This design comes from an exercise in tuning for small area, a short achievable clock period and few clock cycles per item on the open sky130 flow, not from production work.
Where RTL was checked, it was by simulation tests only, not by an equivalence proof against the original.
No activity file was given, so power comes from the tool's default toggle rates.

==> module stream_reader_top, before the edit <==
module stream_reader_top (
    input  logic          clk_i,
    input  logic          rst_ni,
    input  logic          start_i,
    input  logic [255:0]  lane_cfg_i,
    output logic          done_o,
    output logic [31:0]   ar_addr_o,
    output logic          ar_valid_o,
    input  logic          ar_ready_i,
    input  logic [63:0]   r_data_i,
    input  logic          r_valid_i,
    output logic          r_ready_o,
    output logic [127:0]  data_o,
    output logic [3:0]    valid_o,
    input  logic [3:0]    ready_i
);
    localparam int unsigned NL    = stream_pkg::NODE_NUM;
    localparam int unsigned TRK_D = stream_pkg::MAX_OUTSTANDING;
    localparam int unsigned PTR_W = $clog2(TRK_D);
    logic        run_q;
    logic        issued_q;    
    logic [1:0]  cur_q;       
    logic [31:2] addr_q;      
    logic [16:0] rem_q;       
    logic [15:2] step_q;      
    logic        s4_q;        
    logic        trk_full;
    logic        trk_empty;
    logic [1:0]  nxt;
    logic [31:2] nxt_base;
    logic [15:0] nxt_size;
    logic [15:2] nxt_stride;
    logic        nxt_s4;
    logic        reading;
    logic        lane_end;
    logic        lane_load;
    logic        two;
    logic        ar_take;
    logic        drained;
    assign nxt = cur_q + 1'b1;
    always_comb begin
        nxt_base   = lane_cfg_i[64*nxt+34 +: 30];
        nxt_size   = lane_cfg_i[64*nxt+16 +: 16];
        nxt_stride = lane_cfg_i[64*nxt+2 +: 14];
    end
    assign nxt_s4 = (nxt_stride == 14'd1);
    assign reading   = run_q && !issued_q;
    assign lane_end  = rem_q[16] || (rem_q == '0);
    assign lane_load = start_i || (reading && lane_end && cur_q != 2'(NL - 1));
    assign two = s4_q && !addr_q[2] && (rem_q > 17'sd4);
    assign ar_valid_o = reading && !lane_end && !trk_full;
    assign ar_addr_o  = {addr_q[31:3], 3'b000};
    assign ar_take    = ar_valid_o && ar_ready_i;
    assign drained    = issued_q && trk_empty;
    assign done_o     = !run_q || drained;
    always_ff @(posedge clk_i or negedge rst_ni) begin
        if (!rst_ni) begin
            run_q    <= 1'b0;
            issued_q <= 1'b0;
            cur_q    <= 2'(NL - 1);
        end else begin
            if (start_i) begin
                run_q <= 1'b1;
            end else if (drained) begin
                run_q <= 1'b0;
            end
            if (lane_load) begin
                cur_q    <= nxt;
                issued_q <= 1'b0;
            end else if (reading && lane_end) begin
                issued_q <= 1'b1;
            end
        end
    end
    always_ff @(posedge clk_i) begin
        if (lane_load) begin
            addr_q <= nxt_base;
            rem_q  <= {1'b0, nxt_size};
            s4_q   <= nxt_s4;
            step_q <= nxt_s4 ? (nxt_base[2] ? 14'd1 : 14'd2) : nxt_stride;
        end else if (ar_take) begin
            addr_q <= addr_q + {16'b0, step_q};
            rem_q  <= rem_q - {1'b0, step_q, 2'b00};
            if (s4_q) begin
                step_q <= 14'd2;
            end
        end
    end
    logic [3:0]       ring_q [TRK_D];
    logic [PTR_W-1:0] wr_q;
    logic [PTR_W-1:0] rd_q;
    logic [PTR_W:0]   cnt_q;
    logic [3:0]       head_q;
    logic             lo_done_q;
    logic [3:0]       entry;
    logic [1:0]       hl;
    logic             half;
    logic             last;
    logic [NL-1:0]    head_sel;
    logic [NL-1:0]    pop_sel;
    logic             take;
    logic             pop;
    logic             to_head;
    assign entry     = {cur_q, addr_q[2], two};
    assign trk_full  = (32'(cnt_q) == TRK_D);
    assign trk_empty = (cnt_q == '0);
    assign hl        = head_q[3:2];
    assign half = head_q[1] || lo_done_q;
    assign last = !head_q[0] || lo_done_q;
    for (genvar l = 0; l < NL; l++) begin : g_sel
        assign head_sel[l] = !trk_empty && (hl == 2'(l));
        assign pop_sel[l]  = head_sel[l] && last;
    end
    assign take = r_valid_i && |(ready_i & head_sel);
    assign pop  = r_valid_i && |(ready_i & pop_sel);
    assign to_head = (cnt_q == '0) || ((cnt_q == 1) && pop);
    always_ff @(posedge clk_i) begin
        ring_q[wr_q] <= entry;
        if (ar_take && to_head) begin
            head_q <= entry;
        end else if (pop && cnt_q > 1) begin
            head_q <= ring_q[rd_q];
        end
    end
    always_ff @(posedge clk_i or negedge rst_ni) begin
        if (!rst_ni) begin
            wr_q      <= '0;
            rd_q      <= '0;
            cnt_q     <= '0;
            lo_done_q <= 1'b0;
        end else begin
            if (ar_take && !to_head) begin
                wr_q <= wr_q + 1'b1;
            end
            if (pop && cnt_q > 1) begin
                rd_q <= rd_q + 1'b1;
            end
            if (ar_take && !pop) begin
                cnt_q <= cnt_q + 1'b1;
            end else if (!ar_take && pop) begin
                cnt_q <= cnt_q - 1'b1;
            end
            if (take) begin
                lo_done_q <= !last;
            end
        end
    end
    assign r_ready_o = pop;
    for (genvar l = 0; l < NL; l++) begin : g_lane
        assign valid_o[l]         = r_valid_i && head_sel[l];
        assign data_o[32*l +: 32] = half ? r_data_i[63:32] : r_data_i[31:0];
    end
endmodule
clock: 5.5 ns
lec_check: 0
cap_margin: 20
core_margin: 2
core_utilization: 40
setup_slack_margin: 1.5
slew_margin: 20
standard.sh (not shown) runs the stock make flow with config.mk's settings and CLKGATE_MAP_FILE= SYNTH_SCRIPT=/design/flow/synth_recipe.tcl, a recipe that flattens the netlist after the stock synthesis.
==> flow/flow/run.sh <==
#!/bin/bash
# Standard layout, with the smallest plain buffer on every port
set -o pipefail
export BUFFER_PORTS_ARGS="-buffer_cell sky130_fd_sc_hd__buf_1"
bash standard.sh > standard.log 2>&1
The first run went through all stages and came out clean.
Next try:
--- a/flow/design.v
+++ b/flow/design.v
@@ -298,37 +298,40 @@
     localparam int unsigned PTR_W = $clog2(TRK_D);
     logic        run_q;
     logic        issued_q;    
     logic [1:0]  cur_q;       
     logic [31:2] addr_q;      
-    logic [16:0] rem_q;       
-    logic [15:2] step_q;      
-    logic        s4_q;        
+    logic [15:0] rem_q;       
+    logic [15:2] stride_q;
     logic        trk_full;
     logic        trk_empty;
     logic [1:0]  nxt;
     logic [31:2] nxt_base;
     logic [15:0] nxt_size;
     logic [15:2] nxt_stride;
-    logic        nxt_s4;
     logic        reading;
     logic        lane_end;
     logic        lane_load;
+    logic        pair;
     logic        two;
+    logic [15:0] step;
+    logic [16:0] rem_diff;
     logic        ar_take;
     logic        drained;
     assign nxt = cur_q + 1'b1;
     always_comb begin
         nxt_base   = lane_cfg_i[64*nxt+34 +: 30];
         nxt_size   = lane_cfg_i[64*nxt+16 +: 16];
         nxt_stride = lane_cfg_i[64*nxt+2 +: 14];
     end
-    assign nxt_s4 = (nxt_stride == 14'd1);
     assign reading   = run_q && !issued_q;
-    assign lane_end  = rem_q[16] || (rem_q == '0);
+    assign lane_end  = (rem_q == '0);
     assign lane_load = start_i || (reading && lane_end && cur_q != 2'(NL - 1));
-    assign two = s4_q && !addr_q[2] && (rem_q > 17'sd4);
+    assign pair     = (stride_q == 14'd1) && !addr_q[2];
+    assign two      = pair && (rem_q > 16'd4);
+    assign step     = pair ? 16'd8 : {stride_q, 2'b00};
+    assign rem_diff = {1'b0, rem_q} - {1'b0, step};
     assign ar_valid_o = reading && !lane_end && !trk_full;
     assign ar_addr_o  = {addr_q[31:3], 3'b000};
     assign ar_take    = ar_valid_o && ar_ready_i;
     assign drained    = issued_q && trk_empty;
     assign done_o     = !run_q || drained;
@@ -351,20 +354,16 @@
             end
         end
     end
     always_ff @(posedge clk_i) begin
         if (lane_load) begin
-            addr_q <= nxt_base;
-            rem_q  <= {1'b0, nxt_size};
-            s4_q   <= nxt_s4;
-            step_q <= nxt_s4 ? (nxt_base[2] ? 14'd1 : 14'd2) : nxt_stride;
+            addr_q   <= nxt_base;
+            rem_q    <= nxt_size;
+            stride_q <= nxt_stride;
         end else if (ar_take) begin
-            addr_q <= addr_q + {16'b0, step_q};
-            rem_q  <= rem_q - {1'b0, step_q, 2'b00};
-            if (s4_q) begin
-                step_q <= 14'd2;
-            end
+            addr_q <= addr_q + {16'b0, step[15:2]};
+            rem_q  <= rem_diff[16] ? '0 : rem_diff[15:0];
         end
     end
     logic [3:0]       ring_q [TRK_D];
     logic [PTR_W-1:0] wr_q;
     logic [PTR_W-1:0] rd_q;
Result: Synthesized area barely changes. Total power is lower by a few percent. Sequential share of layout area is lower by 0.43 points. Register-to-register slack gets better by 40 ps. Critical path depth is higher by 4. Setup slack gets better by 40 ps. Cell count is higher slightly. Hold slack gets better by 49 ps. Global-route usage is higher by 0.97 points. Utilization is lower by 0.11 points.
Function was not checked in any run of this note: the RTL went through the layout flow alone.

Setup of oak:
stream_reader_top, a different RTL version from the one above (not shown whole).
For scale: about 930 cells after synthesis, ~130 flip-flops, ~500 I/O pins.
==> module stream_reader_top, before the edit <==
module stream_reader_top (
    input  logic          clk_i,
    input  logic          rst_ni,
    input  logic          start_i,
    input  logic [255:0]  lane_cfg_i,
    output logic          done_o,
    output logic [31:0]   ar_addr_o,
    output logic          ar_valid_o,
    input  logic          ar_ready_i,
    input  logic [63:0]   r_data_i,
    input  logic          r_valid_i,
    output logic          r_ready_o,
    output logic [127:0]  data_o,
    output logic [3:0]    valid_o,
    input  logic [3:0]    ready_i
);
    localparam int unsigned NL    = stream_pkg::NODE_NUM;
    localparam int unsigned TRK_D = stream_pkg::MAX_OUTSTANDING;
    localparam int unsigned PTR_W = $clog2(TRK_D);
    logic        run_q;
    logic        issued_q;    
    logic [1:0]  nxt_q;       
    logic [31:2] addr_q;      
    logic [16:0] rem_q;       
    logic [15:2] step_q;      
    logic        s4_q;        
    logic        first_q;     
    logic        trk_empty;
    logic [31:2] nxt_base;
    logic [15:0] nxt_size;
    logic [15:2] nxt_stride;
    logic        nxt_s4;
    logic        reading;
    logic        lane_end;
    logic        lane_load;
    logic        two;
    logic        ar_take;
    logic        trk_full_q;
    logic        drained;
    always_comb begin
        nxt_base   = lane_cfg_i[64*nxt_q+34 +: 30];
        nxt_size   = lane_cfg_i[64*nxt_q+16 +: 16];
        nxt_stride = lane_cfg_i[64*nxt_q+2 +: 14];
    end
    assign nxt_s4 = (nxt_stride == 14'd1);
    assign reading   = run_q && !issued_q;
    assign lane_end  = rem_q[16];
    assign lane_load = start_i || (reading && lane_end && nxt_q != '0);
    assign two = s4_q && !addr_q[2] && (rem_q[15:2] != '0);
    logic [14:0] addr_lo_sum;
    logic [31:16] addr_hi_inc;
    logic [31:2] addr_step;
    assign addr_lo_sum = {1'b0, addr_q[15:2]} + {1'b0, step_q};
    assign addr_hi_inc = addr_q[31:16] + 1'b1;
    assign addr_step   = {addr_lo_sum[14] ? addr_hi_inc : addr_q[31:16], addr_lo_sum[13:0]};
    assign ar_valid_o = reading && !lane_end && !trk_full_q;
    assign ar_addr_o  = {addr_q[31:3], 3'b000};
    assign ar_take    = ar_valid_o && ar_ready_i;
    assign drained    = issued_q && trk_empty;
    assign done_o     = !run_q || drained;
    always_ff @(posedge clk_i or negedge rst_ni) begin
        if (!rst_ni) begin
            run_q    <= 1'b0;
            issued_q <= 1'b0;
            nxt_q    <= '0;
        end else begin
            if (start_i) begin
                run_q <= 1'b1;
            end else if (drained) begin
                run_q <= 1'b0;
            end
            if (lane_load) begin
                nxt_q    <= nxt_q + 1'b1;
                issued_q <= 1'b0;
            end else if (reading && lane_end) begin
                issued_q <= 1'b1;
            end
        end
    end
    always_ff @(posedge clk_i) begin
        if (lane_load) begin
            addr_q  <= nxt_base;
            rem_q   <= {1'b0, nxt_size} - 17'd1;
            first_q <= 1'b1;
            s4_q   <= nxt_s4;
            step_q <= nxt_s4 ? (nxt_base[2] ? 14'd1 : 14'd2) : nxt_stride;
        end else if (ar_take) begin
            addr_q  <= addr_step;
            first_q <= 1'b0;
            rem_q  <= rem_q - {1'b0, step_q, 2'b00};
            if (s4_q) begin
                step_q <= 14'd2;
            end
        end
    end
    logic [1:0]       ring_q [TRK_D];
    logic [PTR_W-1:0] wr_q;
    logic [PTR_W-1:0] rd_q;
    logic [PTR_W:0]   cnt_q;
    logic [1:0]       rl_q;       
    logic [NL-1:0]    sel_q;
    logic             half_q;
    logic             last_q;
    logic [1:0]       entry;
    logic [1:0]       load;
    logic [NL-1:0]    lane_s4;
    logic [NL-1:0]    lane_odd;
    logic [NL-1:0]    has_words;
    logic [1:0]       load_lane;
    logic [NL-1:0]    pop_sel;
    logic             take;
    logic             pop;
    logic             to_head;
    logic             from_ring;
    assign entry     = {first_q, s4_q ? two : addr_q[2]};
    assign trk_empty = (cnt_q == '0);
    assign pop_sel = last_q ? sel_q : '0;
    assign take    = r_valid_i && |(ready_i & sel_q);
    assign pop     = r_valid_i && |(ready_i & pop_sel);
    assign to_head   = ar_take && ((cnt_q == '0) || ((cnt_q == 1) && pop));
    assign from_ring = pop && (cnt_q > 1);
    assign load      = from_ring ? ring_q[rd_q] : entry;
    always_ff @(posedge clk_i) begin
        for (int l = 0; l < NL; l++) begin
            if (lane_load && nxt_q == 2'(l)) begin
                has_words[l] <= (nxt_size != '0);
                lane_s4[l]   <= nxt_s4;
            end
        end
    end
    for (genvar l = 0; l < NL; l++) begin : g_odd
        assign lane_odd[l] = lane_cfg_i[64*l+34];
    end
    always_comb begin
        load_lane = rl_q;
        if (load[1]) begin
            if (has_words[2'(rl_q + 2'd1)]) begin
                load_lane = rl_q + 2'd1;
            end else if (has_words[2'(rl_q + 2'd2)]) begin
                load_lane = rl_q + 2'd2;
            end else if (has_words[2'(rl_q + 2'd3)]) begin
                load_lane = rl_q + 2'd3;
            end
        end
    end
    always_ff @(posedge clk_i) begin
        ring_q[wr_q] <= entry;
    end
    always_ff @(posedge clk_i or negedge rst_ni) begin
        if (!rst_ni) begin
            wr_q       <= '0;
            rd_q       <= '0;
            cnt_q      <= '0;
            rl_q       <= 2'(NL - 1);
            sel_q      <= '0;
            trk_full_q <= 1'b0;
            half_q     <= 1'b0;
            last_q     <= 1'b0;
        end else begin
            if (ar_take && !to_head) begin
                wr_q <= wr_q + 1'b1;
            end
            if (from_ring) begin
                rd_q <= rd_q + 1'b1;
            end
            trk_full_q <= !pop && (trk_full_q || (ar_take && 32'(cnt_q) == TRK_D - 1));
            if (ar_take && !pop) begin
                cnt_q <= cnt_q + 1'b1;
            end else if (!ar_take && pop) begin
                cnt_q <= cnt_q - 1'b1;
            end
            if (start_i) begin
                rl_q <= 2'(NL - 1);
            end else if (to_head || from_ring) begin
                rl_q <= load_lane;
            end
            if (to_head || from_ring) begin
                for (int l = 0; l < NL; l++) begin
                    sel_q[l] <= (load_lane == 2'(l));
                end
                if (lane_s4[load_lane]) begin
                    half_q <= load[1] && lane_odd[load_lane];
                    last_q <= !load[0];
                end else begin
                    half_q <= load[0];
                    last_q <= 1'b1;
                end
            end else if (pop) begin
                sel_q  <= '0;
            end else if (take) begin
                half_q <= 1'b1;
                last_q <= 1'b1;
            end
        end
    end
    assign r_ready_o = pop;
    for (genvar l = 0; l < NL; l++) begin : g_lane
        assign valid_o[l]         = r_valid_i && sel_q[l];
        assign data_o[32*l +: 32] = half_q ? r_data_i[63:32] : r_data_i[31:0];
    end
endmodule
==> flow/config.mk <==
export PLATFORM = sky130hd
export DESIGN_NAME = stream_reader_top
export DESIGN_NICKNAME = stream_reader_top
export VERILOG_FILES = /design/flow/design.v
export SDC_FILE = /design/flow/constraint.sdc
export NUM_CORES = 4
export LEC_CHECK = 0
export CAP_MARGIN = 20
export CORE_MARGIN = 2
export CORE_UTILIZATION = 40
export SETUP_SLACK_MARGIN = 2.7
export SLEW_MARGIN = 20
==> flow/constraint.sdc <==
create_clock -name core_clock -period 5.5 [get_ports {clk_i}]
set_input_delay 1.1000 -clock core_clock [delete_from_list [all_inputs] [get_ports {clk_i}]]
set_output_delay 1.1000 -clock core_clock [all_outputs]
set_load 0.01 [all_outputs]
==> flow/flow/run.sh <==
#!/bin/bash
# Standard layout, with the smallest plain buffer on every port and a
# clock tree of mid-size buffers without dummy loads
set -o pipefail
export BUFFER_PORTS_ARGS="-buffer_cell sky130_fd_sc_hd__buf_1"
export CTS_ARGS="-sink_clustering_enable -repair_clock_nets -dont_use_dummy_load -buf_list {sky130_fd_sc_hd__clkbuf_4 sky130_fd_sc_hd__clkbuf_8}"
bash standard.sh > standard.log 2>&1
Testbench counts of oak, summed over its fixed seeds: cycles 28,101, words 20,790.
[inputs] pine vs oak
--- a/flow/design.v
+++ b/flow/design.v
@@ -297,9 +297,9 @@
     localparam int unsigned TRK_D = stream_pkg::MAX_OUTSTANDING;
     localparam int unsigned PTR_W = $clog2(TRK_D);
     logic        run_q;
     logic        issued_q;    
-    logic [1:0]  nxt_q;       
+    logic [NL-1:0] nxt_q;     
     logic [31:2] addr_q;      
     logic [16:0] rem_q;       
     logic [15:2] step_q;      
     logic        s4_q;        
@@ -316,16 +316,23 @@
     logic        ar_take;
     logic        trk_full_q;
     logic        drained;
     always_comb begin
-        nxt_base   = lane_cfg_i[64*nxt_q+34 +: 30];
-        nxt_size   = lane_cfg_i[64*nxt_q+16 +: 16];
-        nxt_stride = lane_cfg_i[64*nxt_q+2 +: 14];
+        nxt_base   = '0;
+        nxt_size   = '0;
+        nxt_stride = '0;
+        for (int l = 0; l < NL; l++) begin
+            if (nxt_q[l]) begin
+                nxt_base   = nxt_base   | lane_cfg_i[64*l+34 +: 30];
+                nxt_size   = nxt_size   | lane_cfg_i[64*l+16 +: 16];
+                nxt_stride = nxt_stride | lane_cfg_i[64*l+2 +: 14];
+            end
+        end
     end
     assign nxt_s4 = (nxt_stride == 14'd1);
     assign reading   = run_q && !issued_q;
     assign lane_end  = rem_q[16];
-    assign lane_load = start_i || (reading && lane_end && nxt_q != '0);
+    assign lane_load = start_i || (reading && lane_end && !nxt_q[0]);
     assign two = s4_q && !addr_q[2] && (rem_q[15:2] != '0);
     logic [14:0] addr_lo_sum;
     logic [31:16] addr_hi_inc;
     logic [31:2] addr_step;
@@ -340,17 +347,17 @@
     always_ff @(posedge clk_i or negedge rst_ni) begin
         if (!rst_ni) begin
             run_q    <= 1'b0;
             issued_q <= 1'b0;
-            nxt_q    <= '0;
+            nxt_q    <= {{(NL-1){1'b0}}, 1'b1};
         end else begin
             if (start_i) begin
                 run_q <= 1'b1;
             end else if (drained) begin
                 run_q <= 1'b0;
             end
             if (lane_load) begin
-                nxt_q    <= nxt_q + 1'b1;
+                nxt_q    <= {nxt_q[NL-2:0], nxt_q[NL-1]};
                 issued_q <= 1'b0;
             end else if (reading && lane_end) begin
                 issued_q <= 1'b1;
             end
@@ -374,12 +381,15 @@
     end
     logic [1:0]       ring_q [TRK_D];
     logic [PTR_W-1:0] wr_q;
     logic [PTR_W-1:0] rd_q;
-    logic [PTR_W:0]   cnt_q;
+    logic             head_v;
+    logic             ring_empty;
+    logic [PTR_W-1:0] ring_cnt;
     logic [1:0]       rl_q;       
     logic [NL-1:0]    sel_q;
     logic             half_q;
+    logic             even_q;     
     logic             last_q;
     logic [1:0]       entry;
     logic [1:0]       load;
     logic [NL-1:0]    lane_s4;
@@ -391,18 +401,21 @@
     logic             pop;
     logic             to_head;
     logic             from_ring;
     assign entry     = {first_q, s4_q ? two : addr_q[2]};
-    assign trk_empty = (cnt_q == '0);
+    assign head_v     = |sel_q;
+    assign trk_empty  = !head_v;
+    assign ring_cnt   = wr_q - rd_q;
+    assign ring_empty = (wr_q == rd_q);
     assign pop_sel = last_q ? sel_q : '0;
     assign take    = r_valid_i && |(ready_i & sel_q);
     assign pop     = r_valid_i && |(ready_i & pop_sel);
-    assign to_head   = ar_take && ((cnt_q == '0) || ((cnt_q == 1) && pop));
-    assign from_ring = pop && (cnt_q > 1);
+    assign to_head   = ar_take && (!head_v || (ring_empty && pop));
+    assign from_ring = pop && !ring_empty;
     assign load      = from_ring ? ring_q[rd_q] : entry;
     always_ff @(posedge clk_i) begin
         for (int l = 0; l < NL; l++) begin
-            if (lane_load && nxt_q == 2'(l)) begin
+            if (lane_load && nxt_q[l]) begin
                 has_words[l] <= (nxt_size != '0);
                 lane_s4[l]   <= nxt_s4;
             end
         end
@@ -428,27 +441,22 @@
     always_ff @(posedge clk_i or negedge rst_ni) begin
         if (!rst_ni) begin
             wr_q       <= '0;
             rd_q       <= '0;
-            cnt_q      <= '0;
             rl_q       <= 2'(NL - 1);
             sel_q      <= '0;
             trk_full_q <= 1'b0;
             half_q     <= 1'b0;
+            even_q     <= 1'b1;
             last_q     <= 1'b0;
         end else begin
             if (ar_take && !to_head) begin
                 wr_q <= wr_q + 1'b1;
             end
             if (from_ring) begin
                 rd_q <= rd_q + 1'b1;
             end
-            trk_full_q <= !pop && (trk_full_q || (ar_take && 32'(cnt_q) == TRK_D - 1));
-            if (ar_take && !pop) begin
-                cnt_q <= cnt_q + 1'b1;
-            end else if (!ar_take && pop) begin
-                cnt_q <= cnt_q - 1'b1;
-            end
+            trk_full_q <= !pop && (trk_full_q || (ar_take && head_v && 32'(ring_cnt) == TRK_D - 2));
             if (start_i) begin
                 rl_q <= 2'(NL - 1);
             end else if (to_head || from_ring) begin
                 rl_q <= load_lane;
@@ -458,24 +466,27 @@
                     sel_q[l] <= (load_lane == 2'(l));
                 end
                 if (lane_s4[load_lane]) begin
                     half_q <= load[1] && lane_odd[load_lane];
+                    even_q <= !(load[1] && lane_odd[load_lane]);
                     last_q <= !load[0];
                 end else begin
                     half_q <= load[0];
+                    even_q <= !load[0];
                     last_q <= 1'b1;
                 end
             end else if (pop) begin
                 sel_q  <= '0;
             end else if (take) begin
                 half_q <= 1'b1;
+                even_q <= 1'b0;
                 last_q <= 1'b1;
             end
         end
     end
     assign r_ready_o = pop;
     for (genvar l = 0; l < NL; l++) begin : g_lane
         assign valid_o[l]         = r_valid_i && sel_q[l];
-        assign data_o[32*l +: 32] = half_q ? r_data_i[63:32] : r_data_i[31:0];
+        assign data_o[32*l +: 32] = ({32{half_q}} & r_data_i[63:32]) | ({32{even_q}} & r_data_i[31:0]);
     end
 endmodule
 `default_nettype wire
- Combinational family with the most area after synthesis = compound AO/OA/AOI/OAI gates: pine; combinational family with the most area after synthesis = multiplexers: oak
- Async set-reset flop share out of synthesis in pine is 1.3 points lower than in oak
- In pine, first-pass GRT wire length is higher than in oak.
- Taking oak as the reference point, the detail-routed net length per standard cell of pine rises by about 11%.
- Between oak and pine, the flow reports total area of sequential cells decreasing slightly.
- Changes observed in pine relative to oak: met2 demand-to-capacity share in global routing +11 points; post-layout minimum cycle time +0.030 ns; complex-gate fraction of the synthesized area +15 points.
- Compared with oak, pine shows a critical path depth that is 4 lower.
The RTL of pine was laid out without a check of its function.

==> port drivers added, routing unchanged <==
The results above use ideal ports. As a check the final layouts listed here were re-extracted and re-timed, cells and wires unchanged.
Step 1 sets driving cells, clkbuf_16 on the clock port and buf_2 on the other inputs (assumed; they add their load-dependent delay and slew).
Step 2 also shifts input and output timing later by t, the mid clock arrival at the registers, as if the neighbouring blocks saw the same clock.
a / b / c = no drivers / after step 1 / after step 2; a / b = the first two.
| run | t (ns) | setup WS [ns] | worst register clock-pin slew, ns |
|---|---|---|---|
| the first run of note 1 | 0.465 | 1.829 / 1.829 / 1.829 | 0.07 / 0.07 |
| the second run of note 1 | 0.462 | 1.869 / 1.869 / 1.869 | 0.06 / 0.06 |
| oak | 0.485 | 2.649 / 2.629 / 2.245 | 0.08 / 0.08 |
| pine | 0.476 | 2.619 / 2.619 / 2.315 | 0.08 / 0.08 |
After both steps every run listed still meets setup and hold. The setup slack of oak, which loses most, moves by -0.020 ns with the drivers and by -0.404 ns with both steps.
